This design comes from an exercise in tuning for small area on the open sky130 flow, not from production work.
In this exercise RTL edits were held to simulation tests only and were not proved equivalent to the original.
Power and IR drop assume default switching activity.

## transpose_skew_buffer
module transpose_skew_buffer #(
    parameter int DIM  = 8,
    parameter int BITS = 8,
    parameter int SKEW = 1
) (
    input  logic                     clk,
    input  logic                     rst_n,
    input  logic                     clr,
    input  logic                     wr_valid,
    output logic                     wr_ready,
    input  logic [DIM-1:0][BITS-1:0] wr_data,
    input  logic                     mode,
    input  logic                     en,
    output logic [DIM-1:0][BITS-1:0] Aout,
    output logic                     out_valid,
    output logic                     tile_done,
    output logic                     busy
);
clock: 5.0 ns
lec_check: 0
cap_margin: 20
core_margin: 2
core_utilization: 65
cts_buf_list: sky130_fd_sc_hd__clkbuf_16
cts_cluster_diameter: 60
cts_cluster_size: 22
setup_slack_margin: 0.1
slew_margin: 20
standard.sh (not shown) runs the stock make flow with config.mk's settings and CLKGATE_MAP_FILE= SYNTH_SCRIPT=/design/flow/synth_recipe.tcl, a recipe that flattens the netlist after the stock synthesis.
==> flow/flow/run.sh <==
#!/bin/bash
# The standard layout (standard.sh), with the port buffers that global placement inserts
# made from the smallest buffer instead of the flow's default choice. Every input and
# output port still gets its own buffer.
set -euo pipefail
cd "$(dirname "$0")/.."
export BUFFER_PORTS_ARGS="-buffer_cell sky130_fd_sc_hd__buf_1"
bash standard.sh > standard_flow.log 2>&1
Rerun with:
==> flow/run.sh (new file) <==
#!/bin/bash
# synth_recipe.tcl (not shown) runs the flow's synth.tcl, then flattens the netlist and writes it again
# the make line also repeats each setting of config.mk as NAME=value (left out here)
make -C /OpenROAD-flow-scripts/flow DESIGN_CONFIG=/design/flow/config.mk WORK_HOME=/design/flow/orfs CLKGATE_MAP_FILE= SYNTH_SCRIPT=/design/flow/synth_recipe.tcl finish
--- a/flow/config.mk
+++ b/flow/config.mk
@@ -8,8 +8,4 @@
 export CAP_MARGIN = 20
 export CORE_MARGIN = 2
-export CORE_UTILIZATION = 65
-export CTS_BUF_LIST = sky130_fd_sc_hd__clkbuf_16
-export CTS_CLUSTER_DIAMETER = 60
-export CTS_CLUSTER_SIZE = 22
-export SETUP_SLACK_MARGIN = 0.1
+export CORE_UTILIZATION = 40
 export SLEW_MARGIN = 20
removed: flow/flow/run.sh
removed: flow/standard.sh
Synthesized cell count does not change.
Core utilization shrinks by 25 points.
Cell area is higher by 7.6%.
Worst hold slack degrades by 0.0088 ns.
Non-clock buffer count came out higher by 19.
Synthesized area is unchanged.
Sequential power stays flat.
Setup slack degrades by 0.13 ns.
Power grows by 16%.
Global-route usage came out lower by 13 points.
Rerun with:
--- a/flow/config.mk
+++ b/flow/config.mk
@@ -8,4 +8,8 @@
 export CAP_MARGIN = 20
 export CORE_MARGIN = 2
-export CORE_UTILIZATION = 40
+export CORE_UTILIZATION = 65
+export CTS_BUF_LIST = sky130_fd_sc_hd__clkbuf_16
+export CTS_CLUSTER_DIAMETER = 60
+export CTS_CLUSTER_SIZE = 28
+export SETUP_SLACK_MARGIN = 0.1
 export SLEW_MARGIN = 20
The changed run completed without violations.
Cell count drops by 18%.
Die area shrinks by 38%.
Total power decreases by 14%.
Synthesized cell count stays the same.
Wire length shrinks by 6.9%.
Clock-buffer cell count drops by 82.
Setup slack is worse by 0.0087 ns.
Core utilization rose by 26 points.
First-iteration DRC count is higher by 1.9%.
Rerun with:
==> flow/flow/run.sh (new file) <==
#!/bin/bash
# The standard layout (standard.sh) with two changes:
#  - synthesis maps the combinational logic with an area-oriented abc script
#    (flow/synth.tcl wraps synth_recipe.tcl, which is otherwise unchanged);
#  - the port buffers that global placement inserts are made from the smallest buffer
#    instead of the flow's default choice. Every input and output port still gets one.
# Each step's full output is in orfs/logs/ as usual; make's output is in *_flow.log.
set -euo pipefail
cd "$(dirname "$0")/.."
here=$(pwd)
sed -e "s#SYNTH_SCRIPT=[^ ]*#SYNTH_SCRIPT=$here/flow/synth.tcl#" standard.sh > own_synth.sh
bash own_synth.sh synth > synth_flow.log 2>&1
export BUFFER_PORTS_ARGS="-buffer_cell sky130_fd_sc_hd__buf_1"
bash standard.sh > standard_flow.log 2>&1
==> flow/flow/area.abc (new file) <==
&get -n
&st
&syn2
&dch
&nf -a -R 1000
&put
==> flow/flow/synth.tcl (new file) <==
# The standard flow's synthesis script (synth_recipe.tcl, unchanged), with Yosys's abc pass given an
# area-oriented mapping script (flow/area.abc) in place of ORFS's speed script. Only the
# combinational logic between the registers is mapped by abc; the registers, their names
# and cell types come from the steps before it, as in the standard synthesis.
set ::own_abc_script [file join [file dirname [info script]] area.abc]
proc abc {args} {
  set i [lsearch -exact $args -script]
  if { $i >= 0 } {
    lset args [expr {$i + 1}] $::own_abc_script
  }
  yosys abc {*}$args
}
source [file join [file dirname [file dirname [info script]]] synth_recipe.tcl]
==> flow/standard.sh (new file) <==
#!/bin/bash
# synth_recipe.tcl (not shown) runs the flow's synth.tcl, then flattens the netlist and writes it again
# the make line also repeats each setting of config.mk as NAME=value (left out here)
make -C /OpenROAD-flow-scripts/flow DESIGN_CONFIG=/design/flow/config.mk WORK_HOME=/design/flow/orfs CLKGATE_MAP_FILE= SYNTH_SCRIPT=/design/flow/synth_recipe.tcl "${@:-finish}"
--- a/flow/config.mk
+++ b/flow/config.mk
@@ -8,8 +8,8 @@
 export CAP_MARGIN = 20
 export CORE_MARGIN = 2
-export CORE_UTILIZATION = 65
+export CORE_UTILIZATION = 80
 export CTS_BUF_LIST = sky130_fd_sc_hd__clkbuf_16
 export CTS_CLUSTER_DIAMETER = 60
-export CTS_CLUSTER_SIZE = 28
+export CTS_CLUSTER_SIZE = 22
 export SETUP_SLACK_MARGIN = 0.1
 export SLEW_MARGIN = 20
removed: flow/run.sh
Die area came out lower by 21%.
Routed wire length came out lower by 4.7%.
Sequential power came out higher by about 0.4%.
Cell count came out lower by 8.3%.
Hold slack barely changes.
Critical path depth came out higher by 1.
Clock skew came out lower by 0.012 ns.
Worst setup slack gains 0.32 ns.
Design area came out lower by 4.9%.
Count of clock-buffer cells in the layout came out higher by 5.
Total power barely changes.


Setup of run A:
The RTL this note starts from:
==> flow/design.v <==
module transpose_skew_buffer #(
    parameter int DIM  = 8,
    parameter int BITS = 8,
    parameter int SKEW = 1
) (
    input  logic                     clk,
    input  logic                     rst_n,
    input  logic                     clr,
    input  logic                     wr_valid,
    output logic                     wr_ready,
    input  logic [DIM-1:0][BITS-1:0] wr_data,
    input  logic                     mode,
    input  logic                     en,
    output logic [DIM-1:0][BITS-1:0] Aout,
    output logic                     out_valid,
    output logic                     tile_done,
    output logic                     busy
);
    localparam int LAST = 2*DIM-2;         
    localparam int JW   = DIM;             
    localparam int IW   = (DIM > 1) ? $clog2(DIM) : 1;
    logic [BITS-1:0]          wbuf [DIM][DIM];
    logic [BITS-1:0]          dbuf [DIM][DIM];
    logic [BITS-1:0]          last_reg;
    logic                     mode_reg;
    logic [1:0]               full_reg;
    logic                     wr_bank_reg;
    logic                     rd_bank_reg;
    logic [IW-1:0]            wr_idx_reg;
    logic [JW-1:0]            step_reg;
    logic                     busy_reg;
    logic                     shown_reg;    
    logic                     out_valid_reg;
    logic                     tile_done_reg;
    function automatic logic jis(input logic [JW-1:0] j, input int s);
        if (s == 0)       jis = !j[JW-1] && !j[0];
        else if (s < JW)  jis =  j[s-1] && !j[s];
        else if (s == JW) jis =  j[JW-1] && j[0];
        else              jis = !j[s-JW-1] && j[s-JW];
    endfunction
    logic                     wr_take;
    logic                     wr_fire;
    logic                     drain_fire;
    logic                     last_step;
    logic                     start_idle;
    logic                     start_next;
    logic                     load;
    logic [1:0]               full_set;
    logic [1:0]               full_clr;
    assign wr_take    = wr_valid && !full_reg[wr_bank_reg];
    assign wr_fire    = wr_take && !clr;
    assign drain_fire = busy_reg && en;
    assign last_step  = jis(step_reg, LAST);
    assign start_idle = !busy_reg && full_reg[rd_bank_reg];
    assign start_next = drain_fire && last_step && full_reg[~rd_bank_reg];
    assign load       = start_idle || start_next;
    assign full_set   = (wr_fire && wr_idx_reg == IW'(DIM-1)) ? (2'b01 << wr_bank_reg) : 2'b00;
    assign full_clr   = (drain_fire && last_step) ? (2'b01 << rd_bank_reg) : 2'b00;
    always_ff @(posedge clk) begin
        if (wr_take) begin
            for (int c = 0; c < DIM; c++)
                wbuf[0][c] <= wr_data[DIM-1-c];
            for (int r = 1; r < DIM; r++)
                for (int c = 0; c < DIM; c++)
                    wbuf[r][c] <= wbuf[r-1][c];
        end
    end
    always_ff @(posedge clk) begin
        if (load) begin
            mode_reg <= mode;
            for (int r = 0; r < DIM; r++)
                for (int c = 0; c < DIM; c++)
                    dbuf[r][c] <= wbuf[DIM-1-r][c];
        end
    end
    always_ff @(posedge clk) begin
        if (drain_fire && last_step)
            last_reg <= dbuf[DIM-1][DIM-1];
    end
    always_ff @(posedge clk or negedge rst_n) begin
        if (!rst_n) begin
            full_reg      <= '0;
            wr_bank_reg   <= 1'b0;
            rd_bank_reg   <= 1'b0;
            wr_idx_reg    <= '0;
            step_reg      <= '0;
            busy_reg      <= 1'b0;
            shown_reg     <= 1'b0;
            out_valid_reg <= 1'b0;
            tile_done_reg <= 1'b0;
        end else if (clr) begin
            full_reg      <= '0;
            wr_bank_reg   <= 1'b0;
            rd_bank_reg   <= 1'b0;
            wr_idx_reg    <= '0;
            step_reg      <= '0;
            busy_reg      <= 1'b0;
            shown_reg     <= 1'b0;
            out_valid_reg <= 1'b0;
            tile_done_reg <= 1'b0;
        end else begin
            full_reg <= (full_reg & ~full_clr) | full_set;
            if (wr_fire) begin
                wr_idx_reg <= wr_idx_reg + 1'b1;
                if (wr_idx_reg == IW'(DIM-1))
                    wr_bank_reg <= ~wr_bank_reg;
            end
            out_valid_reg <= drain_fire;
            tile_done_reg <= drain_fire && last_step;
            if (start_idle) begin
                busy_reg <= 1'b1;
            end else if (drain_fire) begin
                if (last_step) begin
                    shown_reg   <= 1'b1;
                    rd_bank_reg <= ~rd_bank_reg;
                    step_reg    <= '0;
                    if (!full_reg[~rd_bank_reg])
                        busy_reg <= 1'b0;
                end else begin
                    step_reg <= {step_reg[JW-2:0], ~step_reg[JW-1]};
                end
            end
        end
    end
    logic            mid;
    logic [LAST:0]   sel_row;    
    logic [LAST:0]   sel_col;    
    assign mid = step_reg[0] || step_reg[JW-1];
    always_comb begin
        for (int t = 0; t <= LAST; t++) begin
            sel_row[t] = jis(step_reg, t + 1) && !mode_reg;
            sel_col[t] = jis(step_reg, t + 1) &&  mode_reg;
        end
    end
    localparam int NSEL = 2*DIM - 1;
    for (genvar gi = 0; gi < DIM; gi++) begin : g_lane
        logic [NSEL-1:0]           csel;
        logic [NSEL*BITS-1:0]      cdat;    
        always_comb begin
            int j;
            csel = '0;
            cdat = '0;
            j = 0;
            for (int k = 0; k < DIM; k++) begin
                if (gi + k <= LAST - 1) begin
                    csel[j] = (k == gi) ? jis(step_reg, gi + k + 1) : sel_row[gi + k];
                    cdat[j*BITS +: BITS] = dbuf[gi][k];
                    j = j + 1;
                    if (k != gi) begin
                        csel[j] = sel_col[gi + k];
                        cdat[j*BITS +: BITS] = dbuf[k][gi];
                        j = j + 1;
                    end
                end
            end
            if (gi == DIM-1) begin
                csel[j] = shown_reg && !mid;
                cdat[j*BITS +: BITS] = last_reg;
            end
        end
        tsb_onehot_mux #(.N(NSEL), .W(BITS)) u_mux (.sel(csel), .dat(cdat), .y(Aout[gi]));
    end
    assign wr_ready  = !full_reg[wr_bank_reg];
    assign out_valid = out_valid_reg;
    assign tile_done = tile_done_reg;
    assign busy      = busy_reg;
endmodule
module tsb_onehot_mux #(
    parameter int N = 15,
    parameter int W = 8
) (
    input  logic [N-1:0]        sel,
    input  logic [N*W-1:0]      dat,      
    output logic [W-1:0]        y
);
    always_comb begin
        y = '0;
        for (int j = 0; j < N; j++)
            y = y | ({W{sel[j]}} & dat[j*W +: W]);
    end
endmodule
Settings: LEC_CHECK=0, CAP_MARGIN=20, CORE_MARGIN=2, CORE_UTILIZATION=75, CTS_BUF_LIST=sky130_fd_sc_hd__clkbuf_16, CTS_CLUSTER_DIAMETER=60, CTS_CLUSTER_SIZE=22, PLACE_DENSITY=0.85, SETUP_SLACK_MARGIN=0.3, SLEW_MARGIN=20; clock period 5.0 ns.
==> flow/flow/run.sh <==
#!/bin/bash
# The standard layout (standard.sh) with these changes:
#  - the lane selector module tsb_onehot_mux is synthesized from its gate-level version
#    flow/onehot_mux_cells.v (same function as the RTL's behavioural module);
#  - synthesis maps the rest of the combinational logic with an area-oriented abc script
#    (flow/synth.tcl wraps synth_recipe.tcl, which is otherwise unchanged);
#  - the port buffers that global placement inserts are made from the smallest buffer
#    instead of the flow's default choice. Every input and output port still gets one;
set -euo pipefail
cd "$(dirname "$0")/.."
here=$(pwd)
grep -q '^module tsb_onehot_mux' design.v
awk '/^module tsb_onehot_mux/{skip=1} !skip{print} skip&&/^endmodule/{skip=0}' design.v > design_own.v
cat flow/onehot_mux_cells.v >> design_own.v
sed -e "s#SYNTH_SCRIPT=[^ ]*#SYNTH_SCRIPT=$here/flow/synth.tcl VERILOG_FILES=$here/design_own.v#" standard.sh > own_synth.sh
bash own_synth.sh synth > synth_flow.log 2>&1
export BUFFER_PORTS_ARGS="-buffer_cell sky130_fd_sc_hd__buf_1"
export CTS_ARGS='-sink_clustering_enable -repair_clock_nets -sink_clustering_size 22 -sink_clustering_max_diameter 60 -buf_list {sky130_fd_sc_hd__clkbuf_8 sky130_fd_sc_hd__clkbuf_16} -dont_use_dummy_load'
bash standard.sh > standard_flow.log 2>&1
Other scripts of this flow, unchanged in this note and not shown: flow/flow/area.abc, flow/flow/onehot_mux_cells.v, flow/flow/synth.tcl
Input-level comparison between run B and run A:
# run A
export LEC_CHECK = 0
export CAP_MARGIN = 20
export CORE_MARGIN = 2
export CORE_UTILIZATION = 75
export CTS_BUF_LIST = sky130_fd_sc_hd__clkbuf_16
export CTS_CLUSTER_DIAMETER = 60
export CTS_CLUSTER_SIZE = 22
export PLACE_DENSITY = 0.85
export SETUP_SLACK_MARGIN = 0.3
export SLEW_MARGIN = 20
create_clock -name core_clock -period 5.0 [get_ports {clk}]
# run B
export LEC_CHECK = 0
export CAP_MARGIN = 20
export CORE_MARGIN = 2
export CORE_UTILIZATION = 75
export CTS_BUF_LIST = sky130_fd_sc_hd__clkbuf_16
export CTS_CLUSTER_DIAMETER = 60
export CTS_CLUSTER_SIZE = 22
export SETUP_SLACK_MARGIN = 0.3
export SLEW_MARGIN = 20
create_clock -name core_clock -period 5.0 [get_ports {clk}]
diff --git a/flow/flow/run.sh b/flow/flow/run.sh
--- a/flow/flow/run.sh
+++ b/flow/flow/run.sh
@@ -17,3 +17,3 @@
 export BUFFER_PORTS_ARGS="-buffer_cell sky130_fd_sc_hd__buf_1"
-export CTS_ARGS='-sink_clustering_enable -repair_clock_nets -sink_clustering_size 22 -sink_clustering_max_diameter 60 -buf_list {sky130_fd_sc_hd__clkbuf_8 sky130_fd_sc_hd__clkbuf_16} -dont_use_dummy_load'
+export CTS_ARGS="-sink_clustering_enable -repair_clock_nets -sink_clustering_size 22 -sink_clustering_max_diameter 60 -buf_list sky130_fd_sc_hd__clkbuf_16 -dont_use_dummy_load"
 bash standard.sh > standard_flow.log 2>&1
## What came out
Run B was carried through to the last stage, and its layout satisfied the timing, DRC and antenna checks.
Going from run A to run B, clock power has decreased, static leakage now sits higher, worst setup slack up 0.025 ns, utilization comparable.
Run B ended with more fraction of layout instances using a drive strength above 1 than run A.
Against run A, wire length on met1 in run B rose by a few percent.
For run C, these inputs were changed with respect to run B:
# run B
export LEC_CHECK = 0
export CAP_MARGIN = 20
export CORE_MARGIN = 2
export CORE_UTILIZATION = 75
export CTS_BUF_LIST = sky130_fd_sc_hd__clkbuf_16
export CTS_CLUSTER_DIAMETER = 60
export CTS_CLUSTER_SIZE = 22
export SETUP_SLACK_MARGIN = 0.3
export SLEW_MARGIN = 20
create_clock -name core_clock -period 5.0 [get_ports {clk}]
# run C
export LEC_CHECK = 0
export CAP_MARGIN = 20
export CORE_MARGIN = 2
export CORE_UTILIZATION = 75
export CTS_BUF_LIST = sky130_fd_sc_hd__clkbuf_16
export CTS_CLUSTER_DIAMETER = 60
export CTS_CLUSTER_SIZE = 26
export PLACE_DENSITY = 0.85
export SETUP_SLACK_MARGIN = 0.15
export SLEW_MARGIN = 20
create_clock -name core_clock -period 5.0 [get_ports {clk}]
diff --git a/flow/flow/run.sh b/flow/flow/run.sh
--- a/flow/flow/run.sh
+++ b/flow/flow/run.sh
@@ -17,3 +17,3 @@
 export BUFFER_PORTS_ARGS="-buffer_cell sky130_fd_sc_hd__buf_1"
-export CTS_ARGS="-sink_clustering_enable -repair_clock_nets -sink_clustering_size 22 -sink_clustering_max_diameter 60 -buf_list sky130_fd_sc_hd__clkbuf_16 -dont_use_dummy_load"
+export CTS_ARGS="-sink_clustering_enable -repair_clock_nets -sink_clustering_size 26 -sink_clustering_max_diameter 60 -buf_list sky130_fd_sc_hd__clkbuf_16 -dont_use_dummy_load"
 bash standard.sh > standard_flow.log 2>&1
Findings:
- Via count: run C vs run B up 1044
- From run B to run C the numbers moved as follows: first-pass GRT wire length +about 8%, actual slew at the worst max-slew pin +0.024 ns.
- Run C against run B: cell area shrank by about 0.5%; wire length grew by 5500 um; number of clock buffer instances in the layout shrank by 6; final critical-path setup slack grew by 0.028 ns.
- Run C: flow completed, timing, DRC and antenna clean
## Diff of input files: run D against run C
# run C
export LEC_CHECK = 0
export CAP_MARGIN = 20
export CORE_MARGIN = 2
export CORE_UTILIZATION = 75
export CTS_BUF_LIST = sky130_fd_sc_hd__clkbuf_16
export CTS_CLUSTER_DIAMETER = 60
export CTS_CLUSTER_SIZE = 26
export PLACE_DENSITY = 0.85
export SETUP_SLACK_MARGIN = 0.15
export SLEW_MARGIN = 20
create_clock -name core_clock -period 5.0 [get_ports {clk}]
# run D
export LEC_CHECK = 0
export CAP_MARGIN = 20
export CORE_MARGIN = 2
export CORE_UTILIZATION = 80
export CTS_BUF_LIST = sky130_fd_sc_hd__clkbuf_16
export CTS_CLUSTER_DIAMETER = 60
export CTS_CLUSTER_SIZE = 22
export GPL_TIMING_DRIVEN = 0
export SETUP_SLACK_MARGIN = 0.1
export SLEW_MARGIN = 20
create_clock -name core_clock -period 5.0 [get_ports {clk}]
diff --git a/flow/flow/run.sh b/flow/flow/run.sh
--- a/flow/flow/run.sh
+++ b/flow/flow/run.sh
@@ -7,3 +7,4 @@
 #  - the port buffers that global placement inserts are made from the smallest buffer
-#    instead of the flow's default choice. Every input and output port still gets one;
+#    instead of the flow's default choice. Every input and output port still gets one.
+# Each step's full output is in orfs/logs/ as usual; make's output is in *_flow.log.
 set -euo pipefail
@@ -17,3 +18,2 @@
 export BUFFER_PORTS_ARGS="-buffer_cell sky130_fd_sc_hd__buf_1"
-export CTS_ARGS="-sink_clustering_enable -repair_clock_nets -sink_clustering_size 26 -sink_clustering_max_diameter 60 -buf_list sky130_fd_sc_hd__clkbuf_16 -dont_use_dummy_load"
 bash standard.sh > standard_flow.log 2>&1
### Flow results
- As far as H-tree depth goes, run C and run D are indistinguishable; the numbers are identical.
- Run D vs. run C: die extent in x lower; routability-driven placement congestion ratio lower; pre-CTS setup slack lower.
- Run D gives more CTS buffer count than run C did.
- Going from run C to run D, cell area after placement up 2.0%; initial core utilization up 5.5 points; number of core rows down 3.8%; height of the chip down about 3%.
- In the summary table, run D is marked failed, with error DPL-0033 raised in clock tree synthesis.
- Both conditions hold for run C: the flow ran to the end and the final layout passed the timing, DRC and antenna checks.
--- input diff run D..run E ---
# run D
export LEC_CHECK = 0
export CAP_MARGIN = 20
export CORE_MARGIN = 2
export CORE_UTILIZATION = 80
export CTS_BUF_LIST = sky130_fd_sc_hd__clkbuf_16
export CTS_CLUSTER_DIAMETER = 60
export CTS_CLUSTER_SIZE = 22
export GPL_TIMING_DRIVEN = 0
export SETUP_SLACK_MARGIN = 0.1
export SLEW_MARGIN = 20
create_clock -name core_clock -period 5.0 [get_ports {clk}]
# run E
export LEC_CHECK = 0
export CAP_MARGIN = 20
export CORE_MARGIN = 2
export CORE_UTILIZATION = 80
export CTS_BUF_LIST = sky130_fd_sc_hd__clkbuf_16
export CTS_CLUSTER_DIAMETER = 60
export CTS_CLUSTER_SIZE = 22
export SETUP_SLACK_MARGIN = 0.3
export SLEW_MARGIN = 20
create_clock -name core_clock -period 5.0 [get_ports {clk}]
==> comparison <==
Run E closes out successfully: all stages finished, all timing, DRC and antenna checks passed.
From run E to run D, number of rows created at floorplan did not move at all.
Diff run D -> run E | last weighted congestion value of the routability-driven placer | up by a few percent
Compare run D and run E | HPWL after detailed placement higher: run D
Run D → run E: post-synthesis instance area comparable, number of instances in the placed design now smaller.
The synthesized cell count of run E and that of run D are within noise of each other.
[inputs] run F vs run E
# run E
export LEC_CHECK = 0
export CAP_MARGIN = 20
export CORE_MARGIN = 2
export CORE_UTILIZATION = 80
export CTS_BUF_LIST = sky130_fd_sc_hd__clkbuf_16
export CTS_CLUSTER_DIAMETER = 60
export CTS_CLUSTER_SIZE = 22
export SETUP_SLACK_MARGIN = 0.3
export SLEW_MARGIN = 20
create_clock -name core_clock -period 5.0 [get_ports {clk}]
# run F
export LEC_CHECK = 0
export CAP_MARGIN = 20
export CORE_MARGIN = 2
export CORE_UTILIZATION = 75
export CTS_BUF_LIST = sky130_fd_sc_hd__clkbuf_16
export CTS_CLUSTER_DIAMETER = 60
export CTS_CLUSTER_SIZE = 22
export SETUP_SLACK_MARGIN = 0.3
export SLEW_MARGIN = 20
create_clock -name core_clock -period 5.0 [get_ports {clk}]
Findings:
- Run F finished end to end and its layout was clean on timing, DRC and antenna.
- For cell area, run F and run E come out practically identical.
- Clock distribution area overhead in the final layout delta (run E -> run F): insignificant
- Global-route wire length before repair was lower in run F than in run E.
- On register clock-pin slew on the reported worst setup and hold paths, run E and run F are neck and neck.
- Run F vs. run E: number of buffers and inverters on the critical path went up by 1.
- Relative to run E, the initial detailed-routing violation count of run F is lower by 1548.
- Run E → run F: placer's final routability congestion estimate up about 1%; critical path data arrival time saw a decrease; number of hold-repair buffers added at the cts stage closely matched the old numbers.
- Run F reports a lower switching share of power than run E does.

==> re-timing with driven ports <==
The results above use ideal ports. As a check the final layouts listed here were re-extracted and re-timed, cells and wires unchanged. Step 1 assumes that a clkbuf_16 drives the clock port and a buf_2 every other input. Step 2, shift: input delay + t, output delay - t, t = (earliest + latest rising clock arrival at the registers) / 2. This alone moves slack from input paths to output paths. Three values: no drivers, after step 1, after step 2; two values: the first two.
| run | t, ns | setup WS [ns] | latest minus earliest clock arrival (ns) | worst data-port slew with drivers (ns) | cell pins on the clock port's net |
|---|---|---|---|---|---|
| the first run of note 1 | 0.720 | 0.427 / 0.359 / 1.079 | 0.024 / 0.023 | 0.12 | 1 |
| the second run of note 1 | 0.730 | 0.297 / 0.232 / 0.963 | 0.035 / 0.035 | 0.14 | 1 |
| the third run of note 1 | 0.697 | 0.288 / 0.224 / 0.921 | 0.033 / 0.033 | 0.08 | 1 |
| the fourth run of note 1 | 0.698 | 0.608 / 0.544 / 1.243 | 0.021 / 0.021 | 0.09 | 1 |
| run A | 0.699 | 0.336 / 0.273 / 0.972 | 0.065 / 0.064 | 0.05 | 1 |
| run B | 0.675 | 0.361 / 0.300 / 0.975 | 0.027 / 0.026 | 0.04 | 1 |
| run C | 0.662 | 0.389 / 0.327 / 0.989 | 0.058 / 0.058 | 0.06 | 1 |
| run E | 0.690 | 0.324 / 0.265 / 0.955 | 0.036 / 0.036 | 0.06 | 1 |
| run F | 0.685 | 0.356 / 0.297 / 0.982 | 0.023 / 0.022 | 0.04 | 1 |
After both steps every run listed still meets setup and hold.
